Source: an optimization exercise on an open RTL-to-GDS flow (aim: small area, a short achievable clock period and few clock cycles). Production flows keep margins and buffers that such runs may drop. Function was checked by simulation only, so behaviour that the tests miss may differ from the original. Power is estimated from default activity; no workload was simulated.

**run.sh**
```bash
#!/bin/bash
# synth_recipe.tcl (not shown) runs the flow's synth.tcl, then flattens the netlist and writes it again
# the make line also repeats each setting of config.mk as NAME=value (left out here)
make -C /OpenROAD-flow-scripts/flow DESIGN_CONFIG=/design/flow/config.mk WORK_HOME=/design/flow/orfs CLKGATE_MAP_FILE= SYNTH_SCRIPT=/design/flow/synth_recipe.tcl finish
```
**config.mk**
```make
export PLATFORM = sky130hd
export DESIGN_NAME = cpu_top
export DESIGN_NICKNAME = cpu_top
export VERILOG_FILES = /design/flow/design.v
export SDC_FILE = /design/flow/constraint.sdc
export NUM_CORES = 4
export LEC_CHECK = 0
export CAP_MARGIN = 20
export CORE_MARGIN = 2
export CORE_UTILIZATION = 40
export SLEW_MARGIN = 20
```
**constraint.sdc**
```tcl
create_clock -name core_clock -period 10.0 [get_ports {clk}]
set_input_delay 2.0000 -clock core_clock [delete_from_list [all_inputs] [get_ports {clk}]]
set_output_delay 2.0000 -clock core_clock [all_outputs]
set_load 0.01 [all_outputs]
```
**design.v**
```verilog
package cpu_pkg;
	localparam logic [7:0] OP_NOP = 8'h00;
	localparam logic [7:0] OP_LDX = 8'h01, OP_LIX = 8'h02, OP_STX = 8'h03;
	localparam logic [7:0] OP_LDY = 8'h09, OP_LIY = 8'h0a, OP_STY = 8'h0b;
	localparam logic [7:0] OP_LDZ = 8'h11, OP_LIZ = 8'h12, OP_STZ = 8'h13;
	localparam logic [7:0] OP_INZ = 8'h15, OP_DEZ = 8'h16, OP_CLZ = 8'h17;
	localparam logic [7:0] OP_LDA = 8'h19, OP_LIA = 8'h1a, OP_STA = 8'h1b;
	localparam logic [7:0] OP_CLA = 8'h1c;
	localparam logic [7:0] OP_ADX = 8'h21, OP_ADY = 8'h22, OP_ADZ = 8'h23;
	localparam logic [7:0] OP_ADD = 8'h24, OP_ADI = 8'h25;
	localparam logic [7:0] OP_SUX = 8'h26, OP_SUY = 8'h27, OP_SUZ = 8'h28;
	localparam logic [7:0] OP_SUB = 8'h29, OP_SUI = 8'h2a;
	localparam logic [7:0] OP_LSL = 8'h36, OP_LSR = 8'h37, OP_ROL = 8'h38, OP_ROR = 8'h39;
	localparam logic [7:0] OP_JMP = 8'h41, OP_JZS = 8'h42, OP_JZC = 8'h43;
	localparam logic [7:0] OP_JCS = 8'h44, OP_JCC = 8'h45, OP_JSR = 8'h46, OP_RSR = 8'h47;
	localparam logic [7:0] OP_TXA = 8'h51, OP_TAX = 8'h52, OP_TYA = 8'h53;
	localparam logic [7:0] OP_TAY = 8'h54, OP_TZA = 8'h55, OP_TAZ = 8'h56;
	localparam logic [7:0] OP_CMP = 8'h61, OP_CMI = 8'h62;
	localparam logic [7:0] OP_CPX = 8'h63, OP_CPY = 8'h64, OP_CPZ = 8'h65, OP_CLC = 8'h66;
	localparam logic [7:0] OP_CLO = 8'h81, OP_OTX = 8'h82, OP_OTY = 8'h83;
	localparam logic [7:0] OP_OTZ = 8'h84, OP_OTA = 8'h85;
	localparam logic [7:0] OP_HLT = 8'hff;
endpackage
`timescale 1ns/1ps
module program_memory (
	input  logic       clk,
	input  logic       we,
	input  logic [7:0] waddr,
	input  logic [7:0] wdata,
	input  logic [6:0] fe_idx,	 
	input  logic [6:0] fo_idx,	 
	output logic [7:0] fe_data,
	output logic [7:0] fo_data,
	input  logic [7:0] daddr,	 
	output logic [7:0] ddata
);
	logic [7:0] ev [0:127];
	logic [7:0] od [0:127];
	always_ff @(posedge clk) begin
		if (we && !waddr[0]) ev[waddr[7:1]] <= wdata;
		if (we && waddr[0])  od[waddr[7:1]] <= wdata;
	end
	assign fe_data = ev[fe_idx];
	assign fo_data = od[fo_idx];
	assign ddata   = daddr[0] ? od[daddr[7:1]] : ev[daddr[7:1]];
endmodule
`timescale 1ns/1ps
module cpu_top #(
	parameter int MEM_DEPTH = 256
) (
	input  logic       clk,
	input  logic       rst,
	input  logic       run,
	input  logic       load_we,
	input  logic [7:0] load_addr,
	input  logic [7:0] load_data,
	output logic [7:0] port_out,
	output logic       port_strobe,
	output logic       halted
);
	function automatic logic two_byte(input logic [7:0] op);
		case (op)
			cpu_pkg::OP_LDX, cpu_pkg::OP_LIX, cpu_pkg::OP_STX, cpu_pkg::OP_LDY, cpu_pkg::OP_LIY, cpu_pkg::OP_STY,
			cpu_pkg::OP_LDZ, cpu_pkg::OP_LIZ, cpu_pkg::OP_STZ, cpu_pkg::OP_LDA, cpu_pkg::OP_LIA, cpu_pkg::OP_STA,
			cpu_pkg::OP_ADD, cpu_pkg::OP_ADI, cpu_pkg::OP_SUB, cpu_pkg::OP_SUI, cpu_pkg::OP_CMP, cpu_pkg::OP_CMI,
			cpu_pkg::OP_JMP, cpu_pkg::OP_JZS, cpu_pkg::OP_JZC, cpu_pkg::OP_JCS, cpu_pkg::OP_JCC, cpu_pkg::OP_JSR: two_byte = 1'b1;
			default: two_byte = 1'b0;
		endcase
	endfunction
	function automatic logic flag_writer(input logic [7:0] op);
		case (op)
			cpu_pkg::OP_CLA, cpu_pkg::OP_ADX, cpu_pkg::OP_ADY, cpu_pkg::OP_ADZ, cpu_pkg::OP_ADD, cpu_pkg::OP_ADI,
			cpu_pkg::OP_SUX, cpu_pkg::OP_SUY, cpu_pkg::OP_SUZ, cpu_pkg::OP_SUB, cpu_pkg::OP_SUI,
			cpu_pkg::OP_LSL, cpu_pkg::OP_LSR, cpu_pkg::OP_ROL, cpu_pkg::OP_ROR,
			cpu_pkg::OP_CMP, cpu_pkg::OP_CMI, cpu_pkg::OP_CPX, cpu_pkg::OP_CPY, cpu_pkg::OP_CPZ, cpu_pkg::OP_CLC: flag_writer = 1'b1;
			default: flag_writer = 1'b0;
		endcase
	endfunction
	function automatic logic is_store(input logic [7:0] op);
		is_store = (op == cpu_pkg::OP_STX) || (op == cpu_pkg::OP_STY) || (op == cpu_pkg::OP_STZ) || (op == cpu_pkg::OP_STA);
	endfunction
	function automatic logic is_cond(input logic [7:0] op);
		is_cond = (op == cpu_pkg::OP_JZS) || (op == cpu_pkg::OP_JZC) || (op == cpu_pkg::OP_JCS) || (op == cpu_pkg::OP_JCC);
	endfunction
	function automatic logic cond_true(input logic [7:0] op, input logic c, input logic z);
		case (op)
			cpu_pkg::OP_JZS:  cond_true = z;
			cpu_pkg::OP_JZC:  cond_true = !z;
			cpu_pkg::OP_JCS:  cond_true = c;
			cpu_pkg::OP_JCC:  cond_true = !c;
			default: cond_true = 1'b0;
		endcase
	endfunction
	logic       started_q, halted_q;
	logic [7:0] pc_q;		 
	logic [6:0] ie_q;		 
	logic [7:0] r_q;		 
	logic       d_valid, d_pend;
	logic [7:0] d_op, d_arg, d_pc, d_rold;
	logic [6:0] d_ie;
	logic       e_valid;
	logic [7:0] e_op, e_arg, e_src;
	logic [7:0] x_q, y_q, z_q, a_q;
	logic       c_q, zf_q;
	logic [7:0] port_q;
	logic       strobe_q;
	logic       mem_we;
	logic [7:0] mem_waddr, mem_wdata;
	logic [7:0] fe, fo, dd;
	program_memory i_mem (
		.clk(clk), .we(mem_we), .waddr(mem_waddr), .wdata(mem_wdata),
		.fe_idx(ie_q), .fo_idx(pc_q[7:1]), .fe_data(fe), .fo_data(fo),
		.daddr(d_arg), .ddata(dd)
	);
	logic       e_go, e_st;
	logic [7:0] nx, ny, nz, na;
	logic       nc, nzf;
	logic       sub;
	logic [8:0] sum;
	logic       zero;
	assign e_go = e_valid && !halted_q;
	assign e_st = e_go && is_store(e_op);
	assign sub  = (e_op == cpu_pkg::OP_SUX) || (e_op == cpu_pkg::OP_SUY) || (e_op == cpu_pkg::OP_SUZ) || (e_op == cpu_pkg::OP_SUB) ||
	              (e_op == cpu_pkg::OP_SUI) || (e_op == cpu_pkg::OP_CMP) || (e_op == cpu_pkg::OP_CMI) || (e_op == cpu_pkg::OP_CPX) ||
	              (e_op == cpu_pkg::OP_CPY) || (e_op == cpu_pkg::OP_CPZ);
	assign sum  = {1'b0, a_q} + {1'b0, sub ? ~e_src : e_src} + {8'd0, sub};
	assign zero = (sum[7:0] == 8'd0);
	always_comb begin
		nx  = x_q;
		ny  = y_q;
		nz  = z_q;
		na  = a_q;
		nc  = c_q;
		nzf = zf_q;
		if (e_go) begin
			case (e_op)
				cpu_pkg::OP_LDX, cpu_pkg::OP_LIX, cpu_pkg::OP_TAX: nx = e_src;
				cpu_pkg::OP_LDY, cpu_pkg::OP_LIY, cpu_pkg::OP_TAY: ny = e_src;
				cpu_pkg::OP_LDZ, cpu_pkg::OP_LIZ, cpu_pkg::OP_TAZ: nz = e_src;
				cpu_pkg::OP_INZ: nz = z_q + 8'd1;
				cpu_pkg::OP_DEZ: nz = z_q - 8'd1;
				cpu_pkg::OP_CLZ: nz = 8'd0;
				cpu_pkg::OP_LDA, cpu_pkg::OP_LIA, cpu_pkg::OP_TXA, cpu_pkg::OP_TYA, cpu_pkg::OP_TZA: na = e_src;
				cpu_pkg::OP_CLA: begin
					na  = 8'd0;
					nc  = 1'b0;
					nzf = 1'b0;
				end
				cpu_pkg::OP_ADX, cpu_pkg::OP_ADY, cpu_pkg::OP_ADZ, cpu_pkg::OP_ADD, cpu_pkg::OP_ADI: begin
					na  = sum[7:0];
					nc  = sum[8];
					nzf = zero;
				end
				cpu_pkg::OP_SUX, cpu_pkg::OP_SUY, cpu_pkg::OP_SUZ, cpu_pkg::OP_SUB, cpu_pkg::OP_SUI: begin
					na  = sum[7:0];
					nc  = !sum[8];	 
					nzf = zero;
				end
				cpu_pkg::OP_CMP, cpu_pkg::OP_CMI, cpu_pkg::OP_CPX, cpu_pkg::OP_CPY, cpu_pkg::OP_CPZ: begin
					nc  = !sum[8] || zero;	 
					nzf = zero;
				end
				cpu_pkg::OP_LSL: begin
					na  = {a_q[6:0], 1'b0};
					nc  = a_q[7];
					nzf = (a_q[6:0] == 7'd0);
				end
				cpu_pkg::OP_LSR: begin
					na  = {1'b0, a_q[7:1]};
					nc  = a_q[0];
					nzf = (a_q[7:1] == 7'd0);
				end
				cpu_pkg::OP_ROL: begin
					na  = {a_q[6:0], c_q};
					nc  = a_q[7];
					nzf = (a_q[6:0] == 7'd0) && !c_q;
				end
				cpu_pkg::OP_ROR: begin
					na  = {c_q, a_q[7:1]};
					nc  = a_q[0];
					nzf = (a_q[7:1] == 7'd0) && !c_q;
				end
				cpu_pkg::OP_CLC: nc = 1'b0;
				default: ;
			endcase
		end
	end
	assign mem_we    = load_we || e_st;
	assign mem_waddr = load_we ? load_addr : e_arg;
	assign mem_wdata = load_we ? load_data : e_src;
	logic [7:0] d_data, d_src;
	logic [6:0] d_arg_ie;
	logic       d_br_taken, haz_d;
	assign d_data   = (e_st && e_arg == d_arg) ? e_src : dd;	 
	assign d_arg_ie = d_arg[7:1] + {6'd0, d_arg[0]};
	assign d_br_taken = d_valid && d_pend && cond_true(d_op, nc, nzf);
	assign haz_d    = e_st && d_valid && (e_arg[0] ? (e_arg[7:1] == d_pc[7:1]) : (e_arg[7:1] == d_ie));
	always_comb begin
		case (d_op)
			cpu_pkg::OP_ADX, cpu_pkg::OP_SUX, cpu_pkg::OP_CPX, cpu_pkg::OP_TXA, cpu_pkg::OP_OTX, cpu_pkg::OP_STX: d_src = nx;
			cpu_pkg::OP_ADY, cpu_pkg::OP_SUY, cpu_pkg::OP_CPY, cpu_pkg::OP_TYA, cpu_pkg::OP_OTY, cpu_pkg::OP_STY: d_src = ny;
			cpu_pkg::OP_ADZ, cpu_pkg::OP_SUZ, cpu_pkg::OP_CPZ, cpu_pkg::OP_TZA, cpu_pkg::OP_OTZ, cpu_pkg::OP_STZ: d_src = nz;
			cpu_pkg::OP_TAX, cpu_pkg::OP_TAY, cpu_pkg::OP_TAZ, cpu_pkg::OP_OTA, cpu_pkg::OP_STA: d_src = na;
			cpu_pkg::OP_LDX, cpu_pkg::OP_LDY, cpu_pkg::OP_LDZ, cpu_pkg::OP_LDA, cpu_pkg::OP_ADD, cpu_pkg::OP_SUB, cpu_pkg::OP_CMP: d_src = d_data;
			cpu_pkg::OP_CLO: d_src = 8'd0;
			default: d_src = d_arg;	 
		endcase
	end
	logic       go, haz_f, d_fw, f_cond, f_taken;
	logic [7:0] op_f, arg_f, pc_p1, pc_p2;
	logic [6:0] arg_ie, r_ie;
	assign go     = started_q || run;
	assign op_f   = pc_q[0] ? fo : fe;
	assign arg_f  = pc_q[0] ? fe : fo;
	assign pc_p1  = pc_q + 8'd1;
	assign pc_p2  = pc_q + 8'd2;
	assign arg_ie = arg_f[7:1] + {6'd0, arg_f[0]};
	assign r_ie   = r_q[7:1] + {6'd0, r_q[0]};
	assign haz_f  = e_st && (e_arg[0] ? (e_arg[7:1] == pc_q[7:1]) : (e_arg[7:1] == ie_q));
	assign d_fw   = d_valid && flag_writer(d_op);
	assign f_cond = is_cond(op_f);
	assign f_taken = f_cond && !d_fw && cond_true(op_f, nc, nzf);
	always_ff @(posedge clk) begin
		if (rst) begin
			started_q <= 1'b0;
			pc_q      <= 8'd0;
			ie_q      <= 7'd0;
			r_q       <= 8'd0;
			d_valid   <= 1'b0;
			d_pend    <= 1'b0;
			e_valid   <= 1'b0;
		end else begin
			started_q <= started_q || run;
			if (haz_d) begin
				pc_q    <= d_pc;	 
				ie_q    <= d_ie;
				r_q     <= d_rold;
				d_valid <= 1'b0;
			end else if (d_br_taken) begin
				pc_q    <= d_arg;
				ie_q    <= d_arg_ie;
				d_valid <= 1'b0;
			end else if (haz_f || !go) begin
				d_valid <= 1'b0;
			end else begin
				d_valid <= 1'b1;
				d_pend  <= f_cond && d_fw;
				if (op_f == cpu_pkg::OP_JMP || op_f == cpu_pkg::OP_JSR || f_taken) begin
					pc_q <= arg_f;
					ie_q <= arg_ie;
				end else if (op_f == cpu_pkg::OP_RSR) begin
					pc_q <= r_q;
					ie_q <= r_ie;
				end else if (two_byte(op_f)) begin
					pc_q <= pc_p2;
					ie_q <= ie_q + 7'd1;
				end else begin
					pc_q <= pc_p1;
					ie_q <= pc_q[7:1] + 7'd1;
				end
				if (op_f == cpu_pkg::OP_JSR) begin
					r_q <= pc_p2;
				end
			end
			e_valid <= d_valid && !haz_d;
		end
	end
	always_ff @(posedge clk) begin
		if (!(haz_d || d_br_taken || haz_f || !go)) begin
			d_op   <= op_f;
			d_arg  <= arg_f;
			d_pc   <= pc_q;
			d_ie   <= ie_q;
			d_rold <= r_q;
		end
		e_op  <= d_op;
		e_arg <= d_arg;
		e_src <= d_src;
	end
	always_ff @(posedge clk) begin
		if (rst) begin
			x_q      <= 8'd0;
			y_q      <= 8'd0;
			z_q      <= 8'd0;
			a_q      <= 8'd0;
			c_q      <= 1'b0;
			zf_q     <= 1'b0;
			port_q   <= 8'd0;
			strobe_q <= 1'b0;
			halted_q <= 1'b0;
		end else begin
			x_q      <= nx;
			y_q      <= ny;
			z_q      <= nz;
			a_q      <= na;
			c_q      <= nc;
			zf_q     <= nzf;
			strobe_q <= 1'b0;
			if (e_go) begin
				case (e_op)
					cpu_pkg::OP_CLO, cpu_pkg::OP_OTX, cpu_pkg::OP_OTY, cpu_pkg::OP_OTZ, cpu_pkg::OP_OTA: begin
						port_q   <= e_src;
						strobe_q <= 1'b1;
					end
					cpu_pkg::OP_HLT: halted_q <= 1'b1;
					default: ;
				endcase
			end
		end
	end
	assign port_out    = port_q;
	assign port_strobe = strobe_q;
	assign halted      = halted_q;
endmodule
```
==> out/metrics.yaml <==
worstMarginPinSlew_ps: 1208
io_buffers: 29
synth_flop_cell: "edfxtp_1"
post_dp_cell_area_um2: 110700
min_path_type: "reg2reg"
post_cts_buffers: 0
hold_end: "started_q$_SDFF_PP0_"
min_from: "started_q$_SDFF_PP0_"
cts.sinks: 2203
setup_tns_ps: 0
rsz0062_at_grt: "false"
firstDrtPassIters: 8
cts_tree: "done"
die_w_um: 519.7
grt_pass1_wl_um: 500300
cp_common_cell: "nor2_1"
yosysSeqAreaShare: 0.6118
final_core_util: 0.4477
worst_setup_path_start_kind: "flip-flop"
path_class: "reg2reg"
yosys_warnings: 2
arrival_ps: 7630
antenna_found_initial: 9
fp.dieArea_um2: 270100
wl_per_cell_um: 36.92
slowest_delay_ps: 790
finalMaxSlewViolations: 0
place.gp.congestion: 0.9618
grt_max_degree: 221
ant_nets: 0
path_delay_family: "simple AND/OR/NAND/NOR gates"
min_path_cells: 2
min_period_ps: 6880
fp.coreArea_um2: 264900
power.leakage_nw: 36.23
start_util: 0.4016
reg2regPathDepth: 18
drtIter0Drc: 10102
hold_viol: 0
grt_usage: 0.2622
ys_types: 114
syn_nets: 6026
clkLatencyLatePin_ps: 940
period_share: 0.6880
rows: 189
wl_um: 358800
dr_total_vias: 63919
fin_skew_ps: 79.72
drc: 0
clockRootBuffer: "clkbuf_16"
syn_area_per_cell_um2: 17.78
r2r_slack_ps: 3120
dp_hpwl_um: 238600
clk_pin_slew_ps: 70
hold_ws_ps: 469.1
setup_slack_ps: 3120
final_cell_area_um2: 118600
synth_edf_count: 2095
power.density_nw_per_um2: 285.3
cap_violations: 0
ys_ff_latch: 2203
max_freq_ghz: 0.1454
async_flop_share: 0
holdBufCountCts: 0
critPathRequiredTime_ps: 10750
ios: 30
synthToLayoutAreaGrowth_pct: 11.48
drive_above_1_share: 0.2917
cp_max_fo: 32
clk_path_buf_depth: 3
maxSlewHeadroom: 0.1919
htreeDepth: 4
die_y_um: 519.7
grt_pass1_vias: 62728
setup-violations-final: 0
cts_buffers: 229
crit_buf_inv: 1
vias_per_cell: 6.577
overflow: 0
dp_slack_ps: 3213
ir_drop_uv: 347.9
cpMaxStageDelayCell: "nor3_4"
rr_startpoint: "e_op[6]$_DFF_P_"
end_kind: "flip-flop"
synthCells: 5981
postCtsResizedCells: 0
outcome: "timing/DRC/antenna clean"
crit_chain: "or4b_1 > or3_4 > nand3_1 > xor2_1 > fa_1 > a211oi_1 > nor2_1 > o21a_1 > nor2_1 > xnor2_1 > o41ai_2 > a2111oi_0 > a2111o_2 > nor3_4 > buf_4 > a21boi_0 > a211o_1 > a221oi_1"
synth_area_um2: 106400
fin_nets: 6032
-- logic make-up after synthesis --
| family | Yosys count | share of synthesized area |
|---|---|---|
| AO/OA/AOI/OAI | 678 | 0.04550 |
| AND/OR/NAND/NOR | 1057 | 0.04635 |
| multiplexers | 1453 | 0.2634 |
| XOR/XNOR | 68 | 0.005670 |
| adder cells (fa/ha/maj) | 25 | 0.003082 |
| flip-flops | 2203 | 0.6118 |
| buffers and inverters | 497 | 0.02422 |
-- synth_stat cells, types with 16 or more instances --
cell type,count,area (um^2)
and3_1,22,137.6
xor2_1,23,201.4
o22ai_1,63,394.1
clkbuf_1,217,814.5
a211oi_1,41,307.8
a22oi_1,142,1066
a21oi_1,98,490.5
buf_1,63,236.5
xnor2_1,44,385.4
dfxtp_1,108,2162
edfxtp_1,2095,62910
nor3_1,46,230.2
buf_4,59,442.9
o221ai_1,16,140.1
o21ai_0,66,330.3
nand3_1,79,395.4
buf_2,61,305.3
mux4_2,1051,23670
nand4_1,20,125.1
buf_6,37,416.7
and2_1,28,175.2
o32ai_1,18,157.7
nor2_1,437,1640
nand2b_1,46,287.8
mux2_2,94,1059
nor4_1,28,175.2
ha_1,23,287.8
nor2b_1,56,350.3
mux2i_1,291,2913
nand2_1,228,855.8
inv_1,41,153.9
a31oi_1,34,212.7
-- final cells by class --
| class | instances | area [um^2] |
|---|---|---|
| antenna | 1 | 2.502 |
| clock buffer | 282 | 6003 |
| clock inverter | 147 | 1770 |
| fill | 22674 | 146300 |
| inverter | 47 | 176.4 |
| multi-input combinational | 3281 | 39090 |
| sequential | 2203 | 65120 |
| tap | 3533 | 4420 |
| timing repair buffer | 225 | 1994 |
-- worst reg2reg max path: stages, from the launching register on --
cell	delay, ps
dfxtp_1	420
or4b_1	640
or3_4	470
nand3_1	350
xor2_1	180
fa_1	430
a211oi_1	390
nor2_1	140
o21a_1	200
nor2_1	130
xnor2_1	150
o41ai_2	580
a2111oi_0	270
a2111o_2	570
nor3_4	800
buf_4	540
a21boi_0	240
a211o_1	120
a221oi_1	80
-- metal layers --
| layer | share of wire | track usage | wire length, um | vias up |
|---|---|---|---|---|
| li1 | - | - | - | 25160 |
| met1 | 0.38 | 0.3579 | 137300 | 33873 |
| met2 | 0.46 | 0.4003 | 163900 | 4117 |
| met3 | 0.11 | 0.05811 | 37790 | 761 |
| met4 | 0.055 | 0.1249 | 19730 | 8 |
| met5 | 0.00023 | 0 | 83 | - |
-- cell usage in the layout, fill, tap and decap left out, types with 13 or more instances in the layout --
cell type        Yosys  layout
a211oi_1            41      41
a21oi_1             98      98
a22oi_1            142     142
a31oi_1             34      34
and2_1              28      28
and3_1              22      22
buf_12               6      15
buf_4               59     175
bufinv_16            0      33
clkbuf_1           217      49
clkbuf_16            0     232
clkdlybuf4s50_1      0      27
clkinv_1             4      52
clkinv_2             0      39
dfxtp_1            108      90
edfxtp_1          2095    2095
ha_1                23      23
inv_1               41      40
mux2_2              94      87
mux2i_1            291     289
mux4_2            1051    1051
nand2_1            228     227
nand2b_1            46      46
nand3_1             79      79
nand4_1             20      20
nor2_1             437     393
nor2_2               0      44
nor2b_1             56      50
nor3_1              46      46
nor4_1              28      27
o211ai_1            14      14
o21ai_0             66      62
o221ai_1            16      16
o22ai_1             63      63
o31ai_1             13      13
xnor2_1             44      44
xor2_1              23      23
-- stage by stage --
step	cells	power, mW
2_1_floorplan	5981	19.97
3_3_place_gp	9279	24.75
3_5_place_dp	9286	24.83
4_1_cts	9715	33.66
5_1_grt	9719	34.64
6_report	9719	33.82
-- power by group --
group	switching [mW]	total (mW)	leakage [nW]	internal, mW
clock	3.78	8.90	3.77	5.13
combinational	7.87	13.1	12.7	5.21
sequential	0.783	11.8	19.8	11.1
-- how the worst max path moves through the flow --
stage,from,slack [ps],to,cells after the start
6_report,e_op[6]$_DFF_P_,3120,flip-flop,18
5_1_grt,e_op[5]$_DFF_P_,2610,flip-flop,18
4_1_cts,flip-flop,3160,flip-flop,15
3_5_place_dp,flip-flop,3210,flip-flop,15
3_3_place_gp,e_op[6]$_DFF_P_,3300,flip-flop,18
2_1_floorplan,load_we,40,i_mem.ev[0][0]$_DFFE_PP_,2
Testbench counts, summed over its fixed seeds: cycles 29,954.

==> what the ideal ports hide <==
The results above use ideal ports. As a check the final layout listed here was re-extracted and re-timed, cells and wires unchanged.
Step 1 (the two cells are an assumption about what drives the block):
set clk [get_ports {clk}]
set_driving_cell -lib_cell sky130_fd_sc_hd__clkbuf_16 $clk
set_driving_cell -lib_cell sky130_fd_sc_hd__buf_2 [delete_from_list [all_inputs] $clk]
Step 2 moves the port delays by t, midway between the first and last clock arrival at a register: inputs arrive t later, outputs are due t later. That takes back most of the time a late clock gives input paths.
Slacks: ideal ports / drivers / drivers and shift; pairs: ideal ports / drivers.
t, ns: 0.993
slack for setup (ns): 3.120 / 3.120 / 3.120
hold WS [ns]: 0.469 / 0.469 / 0.469
worst setup path after step 2: register to register
worst data-port slew with drivers (ns): 0.04
After both steps this run still meets setup and hold. For this run, drivers alone change the setup slack by 0.000 ns; drivers and shift together by 0.000 ns.
